What follows belongs to an exercise in optimizing a design on an open flow for small area, a short achievable clock period and few clock cycles per item; a production flow would make more cautious choices.
The RTL was checked by simulation tests, not by an equivalence proof against the original design.
Power and IR drop assume default switching activity.

==> flow/design.v <==
`timescale 1ns / 1ps
`default_nettype none
package ksm_pkg;
    localparam int SLOTS      = 16;
    localparam int SLOT_W     = 4;
    localparam int CNT_W      = 5;
    localparam int KEY_W      = 64;
    localparam int STAMP_BITS = 32;
    localparam int CFG_W      = 5;
    localparam logic [CFG_W-1:0] OPEN_SLOTS_RST = CFG_W'(SLOTS);
endpackage
`default_nettype wire
`timescale 1ns / 1ps
`default_nettype none
module key_slot_map_lru_evict (
    input  wire         i_clk,
    input  wire         i_rst_n,
    input  wire         i_s_tvalid,
    output logic        o_s_tready,
    input  wire  [63:0] i_s_tdata,    
    input  wire  [0:0]  i_s_tuser,    
    output logic        o_m_tvalid,
    input  wire         i_m_tready,
    output logic [71:0] o_m_tdata,    
    output logic [1:0]  o_m_tuser,    
    input  wire         i_cfg_valid,
    output logic        o_cfg_ready,
    input  wire  [4:0]  i_cfg_data    
);
    localparam int N = 16;
    logic [63:0] r_tkey [N];
    logic [N-1:0] r_le [N];    
    logic [N-1:0] r_cur;
    logic [N-1:0] r_u;           
    logic [4:0]   r_used;
    logic [4:0]   r_open;
    logic [31:0]  r_row;
    logic [3:0]   r_last_slot;
    logic         r_bv;
    logic [63:0]  r_key;         
    logic         r_key_v;
    logic         r_cnt;
    logic [N-1:0] r_match;
    logic         r_eq;
    logic [3:0]   r_o_slot;
    logic [63:0]  r_o_key;
    logic         r_o_new;
    logic         r_o_ev;
    logic         out_free;
    logic         resolve;
    logic         accept;
    assign o_cfg_ready = i_rst_n;
    assign out_free    = !o_m_tvalid || i_m_tready;
    assign resolve     = r_bv && out_free;
    assign o_s_tready  = i_rst_n && (!r_bv || out_free);
    assign accept      = i_s_tvalid && o_s_tready;
    assign o_m_tdata = {4'b0000, r_o_key, r_o_slot};
    assign o_m_tuser = {r_o_ev, r_o_new};
    logic [N-1:0] ksel;          
    logic [N-1:0] a_match;
    always_comb begin
        for (int i = 0; i < N; i++) a_match[i] = (r_tkey[i] == i_s_tdata);
    end
    always_ff @(posedge i_clk) begin
        if (accept) begin
            r_key   <= i_s_tdata;
            r_cnt   <= i_s_tuser[0];
            r_match <= a_match & r_u & ~(resolve ? ksel : '0);
            r_eq    <= r_key_v && (r_key == i_s_tdata);
        end
    end
    logic [N-1:0] hv;
    logic         hit;
    logic [3:0]   hit_slot;
    logic [N-1:0] victim;
    logic [3:0]   victim_slot;
    logic [N-1:0] new_oh;
    logic [4:0]   limit;
    logic         fresh;
    logic         miss;
    logic [N-1:0] wsel;          
    logic [3:0]   f_slot;
    logic [63:0]  ev_key;
    logic         inc;
    assign hv  = r_match;
    assign hit = |hv;
    always_comb begin
        hit_slot = '0;
        for (int i = 0; i < N; i++) if (hv[i]) hit_slot = hit_slot | 4'(i);
    end
    always_comb begin
        for (int i = 0; i < N; i++) begin
            victim[i] = r_u[i];
            for (int j = 0; j < N; j++) begin
                if (j < i) victim[i] = victim[i] & !r_le[j][i];
                if (j > i) victim[i] = victim[i] & (!r_u[j] | r_le[i][j]);
            end
        end
    end
    always_comb begin
        victim_slot = '0;
        for (int i = 0; i < N; i++) if (victim[i]) victim_slot = victim_slot | 4'(i);
    end
    always_comb begin
        for (int i = 0; i < N; i++) new_oh[i] = !r_u[i] && ((i == 0) || r_u[(i == 0) ? 0 : i - 1]);
    end
    always_comb begin
        if (r_open == '0)        limit = 5'd1;
        else if (r_open > 5'd16) limit = 5'd16;
        else                     limit = r_open;
    end
    assign fresh = (r_used < limit);
    assign miss  = !r_eq && !hit;
    always_comb begin
        if (r_eq)       f_slot = r_last_slot;
        else if (hit)   f_slot = hit_slot;
        else if (fresh) f_slot = r_used[3:0];
        else            f_slot = victim_slot;
    end
    assign ksel = !miss ? '0 : (fresh ? new_oh : victim);
    assign wsel = r_eq ? '0 : (hit ? hv : ksel);
    always_comb begin
        ev_key = '0;
        for (int i = 0; i < N; i++) if (victim[i]) ev_key = ev_key | r_tkey[i];
        if (!(miss && !fresh)) ev_key = '0;
    end
    assign inc = r_cnt && (r_row != '1);
    always_ff @(posedge i_clk) begin
        if (!i_rst_n) begin
            r_open     <= 5'd16;
            r_used     <= '0;
            r_u        <= '0;
            r_last_slot <= '0;
            r_row      <= '0;
            r_bv       <= 1'b0;
            r_key_v    <= 1'b0;
            o_m_tvalid <= 1'b0;
        end else begin
            if (i_cfg_valid) r_open <= i_cfg_data;
            if (accept) r_key_v <= 1'b1;
            if (accept) r_bv <= 1'b1;
            else if (resolve) r_bv <= 1'b0;
            if (resolve) o_m_tvalid <= 1'b1;
            else if (i_m_tready) o_m_tvalid <= 1'b0;
            if (resolve) begin
                r_last_slot <= f_slot;
                if (miss && fresh) begin
                    r_used <= r_used + 5'd1;
                    r_u    <= r_u | new_oh;
                end
                if (inc) r_row <= r_row + 32'd1;
            end
        end
    end
    always_ff @(posedge i_clk) begin
        if (resolve) begin
            r_o_slot <= f_slot;
            r_o_key  <= ev_key;
            r_o_new  <= miss;
            r_o_ev   <= miss && !fresh;
            for (int i = 0; i < N; i++) begin
                if (ksel[i]) r_tkey[i] <= r_key;
                for (int j = 0; j < N; j++) begin
                    if (j > i) begin
                        if (wsel[i])      r_le[i][j] <= r_cur[j];
                        else if (wsel[j]) r_le[i][j] <= 1'b1;
                    end
                end
            end
            r_cur <= inc ? '0 : (r_cur | wsel);
        end
    end
endmodule
`default_nettype wire
==> flow/run.sh <==
#!/bin/bash
# synth_recipe.tcl (not shown) runs the flow's synth.tcl, then flattens the netlist and writes it again
# the make line also repeats each setting of config.mk as NAME=value (left out here)
make -C /OpenROAD-flow-scripts/flow DESIGN_CONFIG=/design/flow/config.mk WORK_HOME=/design/flow/orfs CLKGATE_MAP_FILE= SYNTH_SCRIPT=/design/flow/synth_recipe.tcl finish
==> flow/config.mk <==
export PLATFORM = sky130hd
export DESIGN_NAME = key_slot_map_lru_evict
export DESIGN_NICKNAME = key_slot_map_lru_evict
export VERILOG_FILES = /design/flow/design.v
export SDC_FILE = /design/flow/constraint.sdc
export NUM_CORES = 4
export LEC_CHECK = 0
export CAP_MARGIN = 20
export CORE_MARGIN = 2
export CORE_UTILIZATION = 40
export SETUP_SLACK_MARGIN = 4.4
export SLEW_MARGIN = 20
==> flow/constraint.sdc <==
create_clock -name core_clock -period 8.0 [get_ports {i_clk}]
set_input_delay 1.6000 -clock core_clock [delete_from_list [all_inputs] [get_ports {i_clk}]]
set_output_delay 1.6000 -clock core_clock [all_outputs]
set_load 0.01 [all_outputs]
==> results.txt <==
- Status: timing/DRC/antenna clean
- Final slew viol count: 0
- Worst path depth: 6
- Hold path startpoint: r_key[34]$_DFFE_PP_
- Aggregate routed wire length: roughly 450 mm
- Hold path depth: 0
- Register area share after synthesis: 0.633
- Fmax: 253 MHz
- Startpoint Class: primary input
- FF-to-FF Start: r_match[9]$_DFFE_PP_
- Synthesized area: 0.0642 mm^2
- Fillers: between 10000 and 15000
- Crit path DAT: 4.60 ns
- FF-to-FF path depth: 9
- Hold Worst Slack: 0.459 ns
- Initial Util: 0.401
- Top FF cell, synth: edfxtp_1
- Final min period: 3.95 ns
- Commonest non-fill, non-tap cell in the layout: edfxtp_1
- # port buffers: 147
- Cell Count, Final, Fillers Out: 7458
- Clock tree buffer depth: 3
- Worst hold path class: reg -> reg
- Buf+Inv Stages, Crit Path: 2
- Setup crit end kind: register
- Initial drt markers: 12400
- Final Hold Fails: 0
- DP Wirelength: 319 mm
- Layout cells sized above 1: 0.184
- Most frequent cells in the layout: edfxtp_1, xnor2_1, xor2_1, buf_4, a221oi_1
- Clock Sinks: ~1400
- Root buf cell: clkbuf_16
- Slowest CP cell: nor4_1
- First-pass GRT wire length: 553 mm
- Drc violations: 0
- Worst vdd ir: 0.242 mV
- First drt pass iteration count: 6
- H-tree level count: 4
- Vias in the first global route: 49300
- Power Density: 215 mW/mm^2
- EDFF count, synth: 1311
- Setup CP Type: in -> reg
- Slew at the pin closest to its max-slew limit: 1.35 ns
- Cell Chain, Critical Path: clkdlybuf4s50_1, buf_4, xor2_1, nor4_1, nand4_1, nor4_1
- Synth Warn #: 3
- Die Ht: 405 um
- Syn Inst Count: 4786
- Cell variety after synth: 74
- Asr flop ratio synth: 0
- Register bit total from synthesis: 1376
- Placed Instances: 6940
- Core area: 0.160 mm^2
- Pin count of the biggest net entering global routing: 122
- Crit path from: i_s_tdata[24]
- Final setup fails: 0
- Via Count: 56100
- GP Congestion: 1.17
- Req. time, crit path: 8.64 ns
- DR WL/cell: 60.0 um
- Final TNS setup: 0 ns
- CTS buffer count: 158
- Worst path most repeated cell: nor4_1
- Tot Pwr: 17.0 mW
- Leakage Power: 25.1 nW
- Layout Skew: around 0.056 ns
- RSZ-0062 raised after global routing: yes
- GRT Overall Usage: 0.534
- Rel. slew slack: 0.0927
- Fin crit share: 0.494
- Top delay family on crit path: simple AND/OR/NAND/NOR gates
- CP peak stage delay: about 0.96 ns
- Clk latency of the worst-skew pair: ~0.87 ns
- GRT overflow: 0
- Initial antenna violation count: 67
- I/O pin count: 152
- CTS clk-pin slew, worst paths: 0.06 ns
- Site row count: 147
- Final nets: ~5300
- Die area: 0.164 mm^2
- Max Cap Viol: 0
- Syn Area/Cell: 13.4 um^2
- Vias per cell: 7.52
- Area Growth Syn to Fin: 23.0%
- Crit path max fanout: 16
- CTS tree: yes
- ANT nets after route: 0
- Util after Layout: 0.494
- Die X: 405 um
- Hold-fix buffers, CTS: 0
[sequential cells by signal, indices dropped and copies added (netlist names)]
register,cells
r_row,32
r_o_slot,4
r_o_key,64
r_eq,1
o_m_tvalid,1
r_cur,15
r_tkey,1024
r_cnt,1
r_used,5
r_o_new,1
r_key_v,1
r_last_slot,4
r_o_ev,1
r_open,5
r_match,16
r_bv,1
r_u,16
r_key,64
r_le,120
[timing repair]
action	in CTS	in global routing
pin swaps	43	48
endpoints found under the setup margin	1312	304
gates cloned	11	5
setup buffers	97	62
gates resized for setup	328	140
[metal layers]
metal / routed length [um] / GRT usage
met5: 353 / 0.0104
met4: 47500 / 0.427
met3: 72000 / 0.253
met2: 174000 / 0.719
met1: 154000 / 0.646
[per-stage QoR]
step | instance area (um^2) | worst slack, ns
after floorplan | 64500 | 3.90
after global placement | 69600 | 2.38
after detailed placement | 69700 | 2.38
after CTS | 77500 | 4.23
after global routing | 78900 | 4.18
final | 79000 | 4.05
[report_power, final]
part           switching [mW]  leakage, nW  internal, mW  total [mW]
combinational            1.04         10.3         0.379        1.42
sequential             0.0677         12.2          7.90        7.96
clock                    3.30         2.56          4.27        7.57
[cells by family after synthesis]
group,synth area share
AND/OR/NAND/NOR,0.0864
adder cells (fa/ha/maj),0.00117
other,0.0000584
buffers and inverters,0.0308
flip-flops,0.633
multiplexers,0.00300
AO/OA/AOI/OAI,0.125
XOR/XNOR,0.120
[synth_stat cells (46+ instances only)]
cell type,n,area (um^2)
edfxtp_1,1311,39400
xnor2_1,515,4510
xor2_1,368,3220
clkbuf_1,239,897
a221oi_1,216,1890
a22oi_1,191,1430
a22o_1,181,1590
nor4_1,170,1060
nand4_1,169,1060
inv_1,160,601
a21oi_1,111,556
o22ai_1,97,607
nand2_1,86,323
or3_1,81,507
nand2b_1,73,457
nand3_1,67,335
dfxtp_1,65,1300
nor2b_1,65,407
and3_1,56,350
buf_1,54,203
nor2_1,49,184
o21ai_0,46,230
[worst paths after layout]
kind                          endpoint  slack, ns
max                     r_eq$_DFFE_PP_       4.05
min           r_tkey[15][34]$_DFFE_PP_       0.46
max reg2reg  r_o_key[22]$_SDFFCE_PN0P_       4.29
min reg2reg   r_tkey[15][34]$_DFFE_PP_       0.46
[area by class of cell]
cell class | instances | area (um^2) | area share
Clock buffer | 197 | 4190 | 0.0531
Timing Repair Buffer | 578 | 6010 | 0.0761
Sequential cell | 1376 | 40700 | 0.515
Inverter | 164 | 731 | 0.00924
Tap cell | 2086 | 2610 | 0.0330
Antenna cell | 47 | 118 | 0.00149
Multi-Input combinational cell | 2913 | 23600 | 0.299
Clock inverter | 97 | 1060 | 0.0135
Testbench counts, summed over its fixed seeds: cycles 3,216, items 3,200.

[static timing again, ports no longer ideal]
Ports are ideal in the flow. The routed layout listed here was re-timed in OpenROAD. Step 1, drivers: a clkbuf_16 drives i_clk and a buf_2 each remaining input, both assumed. Step 2 adds t to the input delays and takes it off the output delays; t is the mean of the earliest and latest rising clock arrival at the registers after step 1. Input paths then give back, and output paths get back, about the clock's delay inside the block. Three values: no drivers, after step 1, after step 2; two values: the first two.
shift t [ns]: 0.935
slack for setup (ns): 4.046 / 4.112 / 3.177
worst setup path at the end: input to register
After both steps this run still meets setup and hold. For this run, drivers alone change the setup slack by +0.066 ns; drivers and shift together by -0.869 ns.
